Background: an optimization exercise with open tools, aiming at small area. Do not read the settings as production practice.
At most, simulation tests tie the RTL to the original design; equivalence was not proved.
Power and IR drop assume default switching activity.

==> 10-26: inputs <==
==> flow/design.v <==
module asr_oai221 (input logic a1, a2, b1, b2, c1, output logic y);
  assign y = ~((a1 | a2) & (b1 | b2) & c1);
endmodule
module asr_nand3 (input logic a, b, c, output logic y);
  assign y = ~(a & b & c);
endmodule
module asr_inv (input logic a, output logic y);
  assign y = ~a;
endmodule
module asr_nor2 (input logic a, b, output logic y);
  assign y = ~(a | b);
endmodule
module asr_nor3 (input logic a, b, c, output logic y);
  assign y = ~(a | b | c);
endmodule
module asr_aoi22 (input logic a1, a2, b1, b2, output logic y);
  assign y = ~((a1 & a2) | (b1 & b2));
endmodule
module asr_oai22 (input logic a1, a2, b1, b2, output logic y);
  assign y = ~((a1 | a2) & (b1 | b2));
endmodule
module asr_nand2 (input logic a, b, output logic y);
  assign y = ~(a & b);
endmodule
module asr_ao22 (input logic a1, a2, b1, b2, output logic y);
  assign y = (a1 & a2) | (b1 & b2);
endmodule
module asr_rcomb (input logic [7:0] p, input logic hold, r, output logic y);
  assign y = (|p) | (hold & r);
endmodule
module alt_sync_ram #(
  parameter int WIDTH         = 64,
  parameter int WIDTHAD       = 4,
  parameter int NUMWORDS      = 1 << WIDTHAD,
  parameter int WIDTH_BYTEENA = 8,
  parameter int OUTDATA_REG   = 1
) (
  input  logic                     clock0,
  input  logic                     aclr0,
  input  logic                     clocken0,
  input  logic                     wren_a,
  input  logic                     wren_b,
  input  logic                     rden_a,
  input  logic                     rden_b,
  input  logic [WIDTHAD-1:0]       address_a,
  input  logic [WIDTHAD-1:0]       address_b,
  input  logic [WIDTH-1:0]         data_a,
  input  logic [WIDTH-1:0]         data_b,
  input  logic [WIDTH_BYTEENA-1:0] byteena_a,
  input  logic [WIDTH_BYTEENA-1:0] byteena_b,
  input  logic                     addressstall_a,
  input  logic                     addressstall_b,
  output logic [WIDTH-1:0]         q_a,
  output logic [WIDTH-1:0]         q_b
);
  localparam int LANE  = WIDTH / WIDTH_BYTEENA;
  localparam int PAIRS = NUMWORDS / 2;
  logic [NUMWORDS-1:0][WIDTH-1:0] mem_n;
  logic [NUMWORDS-1:0][WIDTH-1:0] keep_n;
  logic [NUMWORDS-1:0][WIDTH-1:0] mem_n_nxt;
  genvar gw;
  logic [WIDTHAD-1:0] addr_reg_a, addr_reg_b;
  logic [WIDTHAD-1:0] raddr_a, raddr_b;
  logic [WIDTH-1:0]   rdata_a, rdata_b;
  logic [WIDTH-1:0]   rdata_a_nxt, rdata_b_nxt;
  logic [WIDTH-1:0]   q_a_nxt, q_b_nxt;
  localparam int WSL = 2;
  localparam int RSL = 4;
  logic [WSL-1:0][NUMWORDS-1:0] wdec_a, wdec_b;
  logic [WIDTH_BYTEENA-1:0] wbe_a, wbe_b;
  logic [NUMWORDS-1:0][WIDTH_BYTEENA-1:0] sel_a_n, sel_b_n, hold;
  logic [RSL-1:0][NUMWORDS-1:0] rsel_a_n, rsel_b_n;
  logic ren_a_n, ren_b_n;
  logic cken_n;
  logic rclr_a, rclr_b;
  logic qld_a, qld_b;
  assign raddr_a = addressstall_a ? addr_reg_a : address_a;
  assign raddr_b = addressstall_b ? addr_reg_b : address_b;
  assign ren_a_n = ~(clocken0 & rden_a);
  assign ren_b_n = ~(clocken0 & rden_b);
  assign cken_n  = ~clocken0;
  assign qld_a   = clocken0 & ~rclr_a;
  assign qld_b   = clocken0 & ~rclr_b;
  always_comb
    for (int i = 0; i < WIDTH_BYTEENA; i++) begin
      wbe_a[i] = clocken0 & wren_a & byteena_a[i];
      wbe_b[i] = clocken0 & wren_b & byteena_b[i];
    end
  logic [3:0][WIDTHAD-1:0] dec_in, dec_in_n;
  assign dec_in = {raddr_b, raddr_a, address_b, address_a};
  logic [1:0][3:0] wlo_n, whi_n, rlo, rhi;
  logic [1:0] ren;
  assign ren = {~ren_b_n, ~ren_a_n};
  genvar gp, gj, gx;
  generate
    for (gx = 0; gx < 4; gx++) begin : g_ainv
      for (gj = 0; gj < WIDTHAD; gj++) begin : g_bit
        asr_inv u_inv (.a(dec_in[gx][gj]), .y(dec_in_n[gx][gj]));
      end
    end
    for (gp = 0; gp < 2; gp++) begin : g_pdec
      for (gj = 0; gj < 4; gj++) begin : g_q
        asr_nand2 u_wlo (
          .a(gj[0] ? dec_in[gp][0] : dec_in_n[gp][0]),
          .b(gj[1] ? dec_in[gp][1] : dec_in_n[gp][1]), .y(wlo_n[gp][gj])
        );
        asr_nand2 u_whi (
          .a(gj[0] ? dec_in[gp][2] : dec_in_n[gp][2]),
          .b(gj[1] ? dec_in[gp][3] : dec_in_n[gp][3]), .y(whi_n[gp][gj])
        );
        asr_nor2 u_rlo (
          .a(gj[0] ? dec_in_n[gp+2][0] : dec_in[gp+2][0]),
          .b(gj[1] ? dec_in_n[gp+2][1] : dec_in[gp+2][1]), .y(rlo[gp][gj])
        );
        asr_nor3 u_rhi (
          .a(gj[0] ? dec_in_n[gp+2][2] : dec_in[gp+2][2]),
          .b(gj[1] ? dec_in_n[gp+2][3] : dec_in[gp+2][3]),
          .c(~ren[gp]), .y(rhi[gp][gj])
        );
      end
    end
    for (gw = 0; gw < NUMWORDS; gw++) begin : g_dec
      for (gx = 0; gx < WSL; gx++) begin : g_ws
        asr_nor2  u_wdec_a (.a(wlo_n[0][gw % 4]), .b(whi_n[0][gw / 4]), .y(wdec_a[gx][gw]));
        asr_nor2  u_wdec_b (.a(wlo_n[1][gw % 4]), .b(whi_n[1][gw / 4]), .y(wdec_b[gx][gw]));
      end
      for (gx = 0; gx < RSL; gx++) begin : g_rs
        asr_nand2 u_rsel_a (.a(rlo[0][gw % 4]), .b(rhi[0][gw / 4]), .y(rsel_a_n[gx][gw]));
        asr_nand2 u_rsel_b (.a(rlo[1][gw % 4]), .b(rhi[1][gw / 4]), .y(rsel_b_n[gx][gw]));
      end
    end
  endgenerate
  genvar gi, gb, gk;
  generate
    for (gw = 0; gw < NUMWORDS; gw++) begin : g_word
      for (gi = 0; gi < WIDTH_BYTEENA; gi++) begin : g_lane
        asr_nand2 u_sa (.a(wdec_a[gi*WSL/WIDTH_BYTEENA][gw]), .b(wbe_a[gi]), .y(sel_a_n[gw][gi]));
        asr_nand3 u_sb (.a(wdec_b[gi*WSL/WIDTH_BYTEENA][gw]), .b(wbe_b[gi]), .c(sel_a_n[gw][gi]), .y(sel_b_n[gw][gi]));
        asr_aoi22 u_h (
          .a1(wdec_a[gi*WSL/WIDTH_BYTEENA][gw]), .a2(wbe_a[gi]),
          .b1(wdec_b[gi*WSL/WIDTH_BYTEENA][gw]), .b2(wbe_b[gi]), .y(hold[gw][gi])
        );
      end
      for (gb = 0; gb < WIDTH; gb++) begin : g_bit
        asr_nand2 u_keep (.a(hold[gw][gb/LANE]), .b(mem_n[gw][gb]), .y(keep_n[gw][gb]));
        asr_oai221 u_next (
          .a1(sel_a_n[gw][gb/LANE]), .a2(data_a[gb]),
          .b1(sel_b_n[gw][gb/LANE]), .b2(data_b[gb]),
          .c1(keep_n[gw][gb]),
          .y(mem_n_nxt[gw][gb])
        );
      end
    end
    for (gb = 0; gb < WIDTH; gb++) begin : g_rd
      logic [PAIRS-1:0] pa, pb;
      for (gk = 0; gk < PAIRS; gk++) begin : g_pair
        asr_oai22 u_pa (
          .a1(rsel_a_n[gb*RSL/WIDTH][2*gk]),   .a2(mem_n[2*gk][gb]),
          .b1(rsel_a_n[gb*RSL/WIDTH][2*gk+1]), .b2(mem_n[2*gk+1][gb]), .y(pa[gk])
        );
        asr_oai22 u_pb (
          .a1(rsel_b_n[gb*RSL/WIDTH][2*gk]),   .a2(mem_n[2*gk][gb]),
          .b1(rsel_b_n[gb*RSL/WIDTH][2*gk+1]), .b2(mem_n[2*gk+1][gb]), .y(pb[gk])
        );
      end
      asr_rcomb u_ra (.p(pa), .hold(ren_a_n), .r(rdata_a[gb]), .y(rdata_a_nxt[gb]));
      asr_rcomb u_rb (.p(pb), .hold(ren_b_n), .r(rdata_b[gb]), .y(rdata_b_nxt[gb]));
      asr_ao22  u_qa (.a1(qld_a), .a2(rdata_a[gb]), .b1(cken_n), .b2(q_a[gb]), .y(q_a_nxt[gb]));
      asr_ao22  u_qb (.a1(qld_b), .a2(rdata_b[gb]), .b1(cken_n), .b2(q_b[gb]), .y(q_b_nxt[gb]));
    end
  endgenerate
  always_ff @(posedge clock0) begin
    mem_n <= mem_n_nxt;
  end
  always_ff @(posedge clock0) begin
    if (clocken0) begin
      addr_reg_a <= raddr_a;
      addr_reg_b <= raddr_b;
    end
  end
  always_ff @(posedge clock0) begin
    rdata_a <= rdata_a_nxt;
    rdata_b <= rdata_b_nxt;
  end
  always_ff @(posedge clock0 or posedge aclr0) begin
    if (aclr0) begin
      rclr_a <= 1'b1;
      rclr_b <= 1'b1;
    end else begin
      if (~ren_a_n) rclr_a <= 1'b0;
      if (~ren_b_n) rclr_b <= 1'b0;
    end
  end
  generate
    if (OUTDATA_REG != 0) begin : g_outreg
      always_ff @(posedge clock0 or posedge aclr0) begin
        if (aclr0) begin
          q_a <= '0;
          q_b <= '0;
        end else begin
          q_a <= q_a_nxt;
          q_b <= q_b_nxt;
        end
      end
    end else begin : g_outcomb
      assign q_a = rdata_a;
      assign q_b = rdata_b;
    end
  endgenerate
endmodule
==> flow/flow/run.sh <==
#!/bin/bash
# Layout flow: the standard flow (standard.sh) with these changes.
#  1. After the standard synthesis, the o221ai, nor3 and a22oi cells that ABC sized up inside the one-gate
#     modules go back to drive strength 1; later repair steps size them up again where timing
#     or slew needs it. Registers are not touched.
#  2. Ports are buffered with the smallest buffer instead of a delay cell.
#  3. Clock tree: clkbuf_8 buffers, larger sink clusters, no dummy loads.
# Each make run writes its full output to a log file here; ORFS keeps its per-step logs under
# orfs/logs.
set -euo pipefail
R=orfs/results/${FLOW_PLATFORM:-sky130hd}/alt_sync_ram/base

bash standard.sh synth > run_synth.log 2>&1

sed -i -E 's/\bsky130_fd_sc_hd__(o221ai|nor3|a22oi)_2\b/sky130_fd_sc_hd__\1_1/g' "$R/1_2_yosys.v"
grep -c "sky130_fd_sc_hd__o221ai_1 " "$R/1_2_yosys.v" > run_resize.log || true

CTS="-sink_clustering_enable -repair_clock_nets -dont_use_dummy_load"
CTS="$CTS -buf_list {sky130_fd_sc_hd__clkbuf_8} -sink_clustering_size 16 -sink_clustering_max_diameter 100"
bash standard.sh "BUFFER_PORTS_ARGS=-buffer_cell sky130_fd_sc_hd__buf_1" "CTS_ARGS=$CTS" \
  finish > run_layout.log 2>&1
==> flow/standard.sh <==
#!/bin/bash
# synth_recipe.tcl (not shown) runs the flow's synth.tcl, then flattens the netlist and writes it again
# the make line also repeats each setting of config.mk as NAME=value (left out here)
make -C /OpenROAD-flow-scripts/flow DESIGN_CONFIG=/design/flow/config.mk WORK_HOME=/design/flow/orfs CLKGATE_MAP_FILE= SYNTH_SCRIPT=/design/flow/synth_recipe.tcl "${@:-finish}"
==> flow/config.mk <==
export PLATFORM = sky130hd
export DESIGN_NAME = alt_sync_ram
export DESIGN_NICKNAME = alt_sync_ram
export VERILOG_FILES = /design/flow/design.v
export SDC_FILE = /design/flow/constraint.sdc
export NUM_CORES = 4
export LEC_CHECK = 0
export CAP_MARGIN = 15
export CORE_MARGIN = 2
export CORE_UTILIZATION = 40
export GPL_TIMING_DRIVEN = 0
export PLACE_DENSITY = 0.7
export SETUP_SLACK_MARGIN = 0.5
export SLEW_MARGIN = 15
export SYNTH_HIERARCHICAL = 1
==> flow/constraint.sdc <==
create_clock -name core_clock -period 4.0 [get_ports {clock0}]
set_input_delay 0.8000 -clock core_clock [delete_from_list [all_inputs] [get_ports {clock0}]]
set_output_delay 0.8000 -clock core_clock [all_outputs]
set_load 0.01 [all_outputs]
==> 05-27: changes against 10-26 <==
CAP_MARGIN = 5   (was 15)
SETUP_SLACK_MARGIN = 0.25   (was 0.5)
SLEW_MARGIN = 5   (was 15)
==> impl_metrics.json <==
{
  "final_max_slew_viol_count": 45,
  "layout.failed_checks": "max-capacitance violations, max-slew violations",
  "run_status": "complete, but fails checks",
  "multi_input_area_share": 0.4546,
  "timing.max_cap.violations": 7,
  "via_count": 58240,
  "ff2ff_setup_slack_ns": 0.86
}
The numbers above come from 05-27.

==> impl_metrics.json <==
{
  "final_max_slew_viol_count": 0,
  "vdd.ir_drop.worst_v": 0.0003612,
  "ff2ff_setup_slack_ns": 0.88,
  "timing.max_cap.violations": 0,
  "multi_input_area_share": 0.4569,
  "run_status": "complete, no violations",
  "via_count": 58440
}
The numbers above come from 10-26.


* * *

==> v10 <==
RTL: the design.v shown in full above, as it stands there.
clock: 4.0 ns
lec_check: 0
cap_margin: 10
core_margin: 2
core_utilization: 40
gpl_timing_driven: 0
place_density: 0.7
setup_slack_margin: 0.25
slew_margin: 10
synth_hierarchical: 1
standard.sh (not shown) runs the stock make flow with config.mk's settings and CLKGATE_MAP_FILE= SYNTH_SCRIPT=/design/flow/synth_recipe.tcl, a recipe that flattens the netlist after the stock synthesis.
==> flow/flow/run.sh <==
#!/bin/bash
# Layout flow: the standard flow (standard.sh) with these changes.
#  1. After the standard synthesis, the o221ai, nor3 and a22oi cells that ABC sized up inside the one-gate
#     modules go back to drive strength 1; later repair steps size them up again where timing
#     or slew needs it. Registers are not touched.
#  2. Ports are buffered with the smallest buffer instead of a delay cell.
#  3. Clock tree: clkbuf_8 buffers, larger sink clusters, no dummy loads.
# Each make run writes its full output to a log file here; ORFS keeps its per-step logs under
# orfs/logs.
set -euo pipefail
R=orfs/results/${FLOW_PLATFORM:-sky130hd}/alt_sync_ram/base

bash standard.sh synth > run_synth.log 2>&1

sed -i -E 's/\bsky130_fd_sc_hd__(o221ai|nor3|a22oi)_2\b/sky130_fd_sc_hd__\1_1/g' "$R/1_2_yosys.v"
grep -c "sky130_fd_sc_hd__o221ai_1 " "$R/1_2_yosys.v" > run_resize.log || true

CTS="-sink_clustering_enable -repair_clock_nets -dont_use_dummy_load"
CTS="$CTS -buf_list {sky130_fd_sc_hd__clkbuf_8} -sink_clustering_size 16 -sink_clustering_max_diameter 100"
bash standard.sh "BUFFER_PORTS_ARGS=-buffer_cell sky130_fd_sc_hd__buf_1" "CTS_ARGS=$CTS" \
  finish > run_layout.log 2>&1
==> v2 (differences from v10) <==
--- a/flow/design.v
+++ b/flow/design.v
@@ -65,10 +65,8 @@
   logic [WIDTH-1:0]   rdata_a_nxt, rdata_b_nxt;
   logic [WIDTH-1:0]   q_a_nxt, q_b_nxt;
-  localparam int WSL = 2;
-  localparam int RSL = 4;
-  logic [WSL-1:0][NUMWORDS-1:0] wdec_a, wdec_b;
+  logic [NUMWORDS-1:0] wdec_a, wdec_b;
   logic [WIDTH_BYTEENA-1:0] wbe_a, wbe_b;
   logic [NUMWORDS-1:0][WIDTH_BYTEENA-1:0] sel_a_n, sel_b_n, hold;
-  logic [RSL-1:0][NUMWORDS-1:0] rsel_a_n, rsel_b_n;
+  logic [NUMWORDS-1:0] rsel_a_n, rsel_b_n;
   logic ren_a_n, ren_b_n;
   logic cken_n;
@@ -121,12 +119,8 @@
     end
     for (gw = 0; gw < NUMWORDS; gw++) begin : g_dec
-      for (gx = 0; gx < WSL; gx++) begin : g_ws
-        asr_nor2  u_wdec_a (.a(wlo_n[0][gw % 4]), .b(whi_n[0][gw / 4]), .y(wdec_a[gx][gw]));
-        asr_nor2  u_wdec_b (.a(wlo_n[1][gw % 4]), .b(whi_n[1][gw / 4]), .y(wdec_b[gx][gw]));
-      end
-      for (gx = 0; gx < RSL; gx++) begin : g_rs
-        asr_nand2 u_rsel_a (.a(rlo[0][gw % 4]), .b(rhi[0][gw / 4]), .y(rsel_a_n[gx][gw]));
-        asr_nand2 u_rsel_b (.a(rlo[1][gw % 4]), .b(rhi[1][gw / 4]), .y(rsel_b_n[gx][gw]));
-      end
+      asr_nor2  u_wdec_a (.a(wlo_n[0][gw % 4]), .b(whi_n[0][gw / 4]), .y(wdec_a[gw]));
+      asr_nor2  u_wdec_b (.a(wlo_n[1][gw % 4]), .b(whi_n[1][gw / 4]), .y(wdec_b[gw]));
+      asr_nand2 u_rsel_a (.a(rlo[0][gw % 4]),   .b(rhi[0][gw / 4]),   .y(rsel_a_n[gw]));
+      asr_nand2 u_rsel_b (.a(rlo[1][gw % 4]),   .b(rhi[1][gw / 4]),   .y(rsel_b_n[gw]));
     end
   endgenerate
@@ -135,9 +129,8 @@
     for (gw = 0; gw < NUMWORDS; gw++) begin : g_word
       for (gi = 0; gi < WIDTH_BYTEENA; gi++) begin : g_lane
-        asr_nand2 u_sa (.a(wdec_a[gi*WSL/WIDTH_BYTEENA][gw]), .b(wbe_a[gi]), .y(sel_a_n[gw][gi]));
-        asr_nand3 u_sb (.a(wdec_b[gi*WSL/WIDTH_BYTEENA][gw]), .b(wbe_b[gi]), .c(sel_a_n[gw][gi]), .y(sel_b_n[gw][gi]));
+        asr_nand2 u_sa (.a(wdec_a[gw]), .b(wbe_a[gi]), .y(sel_a_n[gw][gi]));
+        asr_nand3 u_sb (.a(wdec_b[gw]), .b(wbe_b[gi]), .c(sel_a_n[gw][gi]), .y(sel_b_n[gw][gi]));
         asr_aoi22 u_h (
-          .a1(wdec_a[gi*WSL/WIDTH_BYTEENA][gw]), .a2(wbe_a[gi]),
-          .b1(wdec_b[gi*WSL/WIDTH_BYTEENA][gw]), .b2(wbe_b[gi]), .y(hold[gw][gi])
+          .a1(wdec_a[gw]), .a2(wbe_a[gi]), .b1(wdec_b[gw]), .b2(wbe_b[gi]), .y(hold[gw][gi])
         );
       end
@@ -156,10 +149,10 @@
       for (gk = 0; gk < PAIRS; gk++) begin : g_pair
         asr_oai22 u_pa (
-          .a1(rsel_a_n[gb*RSL/WIDTH][2*gk]),   .a2(mem_n[2*gk][gb]),
-          .b1(rsel_a_n[gb*RSL/WIDTH][2*gk+1]), .b2(mem_n[2*gk+1][gb]), .y(pa[gk])
+          .a1(rsel_a_n[2*gk]),   .a2(mem_n[2*gk][gb]),
+          .b1(rsel_a_n[2*gk+1]), .b2(mem_n[2*gk+1][gb]), .y(pa[gk])
         );
         asr_oai22 u_pb (
-          .a1(rsel_b_n[gb*RSL/WIDTH][2*gk]),   .a2(mem_n[2*gk][gb]),
-          .b1(rsel_b_n[gb*RSL/WIDTH][2*gk+1]), .b2(mem_n[2*gk+1][gb]), .y(pb[gk])
+          .a1(rsel_b_n[2*gk]),   .a2(mem_n[2*gk][gb]),
+          .b1(rsel_b_n[2*gk+1]), .b2(mem_n[2*gk+1][gb]), .y(pb[gk])
         );
       end
--- a/flow/flow/run.sh
+++ b/flow/flow/run.sh
@@ -5,5 +5,5 @@
 #     or slew needs it. Registers are not touched.
 #  2. Ports are buffered with the smallest buffer instead of a delay cell.
-#  3. Clock tree: clkbuf_8 buffers, larger sink clusters, no dummy loads.
+#  3. Clock tree: clkbuf_16 buffers, larger sink clusters, no dummy loads.
 # Each make run writes its full output to a log file here; ORFS keeps its per-step logs under
 # orfs/logs.
@@ -17,5 +17,5 @@
 
 CTS="-sink_clustering_enable -repair_clock_nets -dont_use_dummy_load"
-CTS="$CTS -buf_list {sky130_fd_sc_hd__clkbuf_8} -sink_clustering_size 16 -sink_clustering_max_diameter 100"
+CTS="$CTS -buf_list {sky130_fd_sc_hd__clkbuf_16} -sink_clustering_size 30 -sink_clustering_max_diameter 80"
 bash standard.sh "BUFFER_PORTS_ARGS=-buffer_cell sky130_fd_sc_hd__buf_1" "CTS_ARGS=$CTS" \
   finish > run_layout.log 2>&1
CAP_MARGIN = 15   (was 10)
PLACE_DENSITY = unset   (was 0.7)
SETUP_SLACK_MARGIN = 0.5   (was 0.25)
SLEW_MARGIN = 15   (was 10)
==> v17 (differences from v10) <==
--- a/flow/flow/run.sh
+++ b/flow/flow/run.sh
@@ -17,5 +17,5 @@
 
 CTS="-sink_clustering_enable -repair_clock_nets -dont_use_dummy_load"
-CTS="$CTS -buf_list {sky130_fd_sc_hd__clkbuf_8} -sink_clustering_size 16 -sink_clustering_max_diameter 100"
+CTS="$CTS -buf_list {sky130_fd_sc_hd__clkbuf_8} -sink_clustering_size 15 -sink_clustering_max_diameter 60"
 bash standard.sh "BUFFER_PORTS_ARGS=-buffer_cell sky130_fd_sc_hd__buf_1" "CTS_ARGS=$CTS" \
   finish > run_layout.log 2>&1
CAP_MARGIN = 15   (was 10)
PLACE_DENSITY = unset   (was 0.7)
SETUP_SLACK_MARGIN = 0.5   (was 0.25)
SLEW_MARGIN = 15   (was 10)
==> metrics.md <==
| Metric | Value |
|---|---|
| Total instance count after detailed placement | `7,619` |
| Floorplan die area | `roughly 130,000 um^2` |
| Area of the multi-input gates | `26,400 um^2` |
| Met2 WL post-DR | `107,000 um` |
| Status | `complete, no violations` |
| Logic power comb | `0.00532 W` |
the above is filed under v2

==> metrics.md <==
| Metric | Value |
|---|---|
| Status | `complete, no violations` |
| Seq. cell area | `around 27,000 um^2` |
| Total instance count after detailed placement | `7,730` |
| Area of the multi-input gates | `roughly 26,000 um^2` |
| Logic power comb | `~0.0055 W` |
| Met2 WL post-DR | `98,500 um` |
the above is filed under v10

==> metrics.md <==
| Metric | Value |
|---|---|
| Total instance count after detailed placement | `7,737` |
| Area of the multi-input gates | `26,800 um^2` |
| Status | `complete, no violations` |
| Logic power comb | `about 0.0056 W` |
| Floorplan die area | `135,000 um^2` |
the above is filed under v17

Function not checked in v2: the RTL went through the layout flow alone.

==> what the ideal ports hide <==
In the flow no input, the clock included, has a driving cell. The finished layouts below were timed again as built, in two steps. Step 1, drivers: a clkbuf_16 drives clock0 and a buf_2 each remaining input, both assumed. Step 2 moves the port delays by t, midway between the first and last clock arrival at a register: inputs arrive t later, outputs are due t later. That takes back most of the time a late clock gives input paths. Three values: ideal, step 1, step 2; two values: the first two.
| run | shift t [ns] | setup slack, ns | hold slack, ns | worst data-port slew with drivers (ns) |
|---|---|---|---|---|
| 10-26 | 0.911 | 0.276 / 0.330 / -0.582 | 0.233 / 0.194 / 0.477 | 0.19 |
| 05-27 | 0.901 | 0.196 / 0.248 / -0.653 | 0.227 / 0.183 / 0.477 | 0.20 |
| v10 | 0.905 | 0.164 / 0.216 / -0.690 | 0.045 / 0.005 / 0.477 | 0.18 |
| v2 | 0.805 | 0.370 / 0.425 / -0.381 | 0.091 / 0.039 / 0.468 | 0.21 |
| v17 | 0.945 | 0.350 / 0.404 / -0.541 | 0.297 / 0.244 / 0.454 | 0.15 |
The setup slack of v17, which loses most, moves by +0.054 ns with the drivers and by -0.891 ns with both steps.
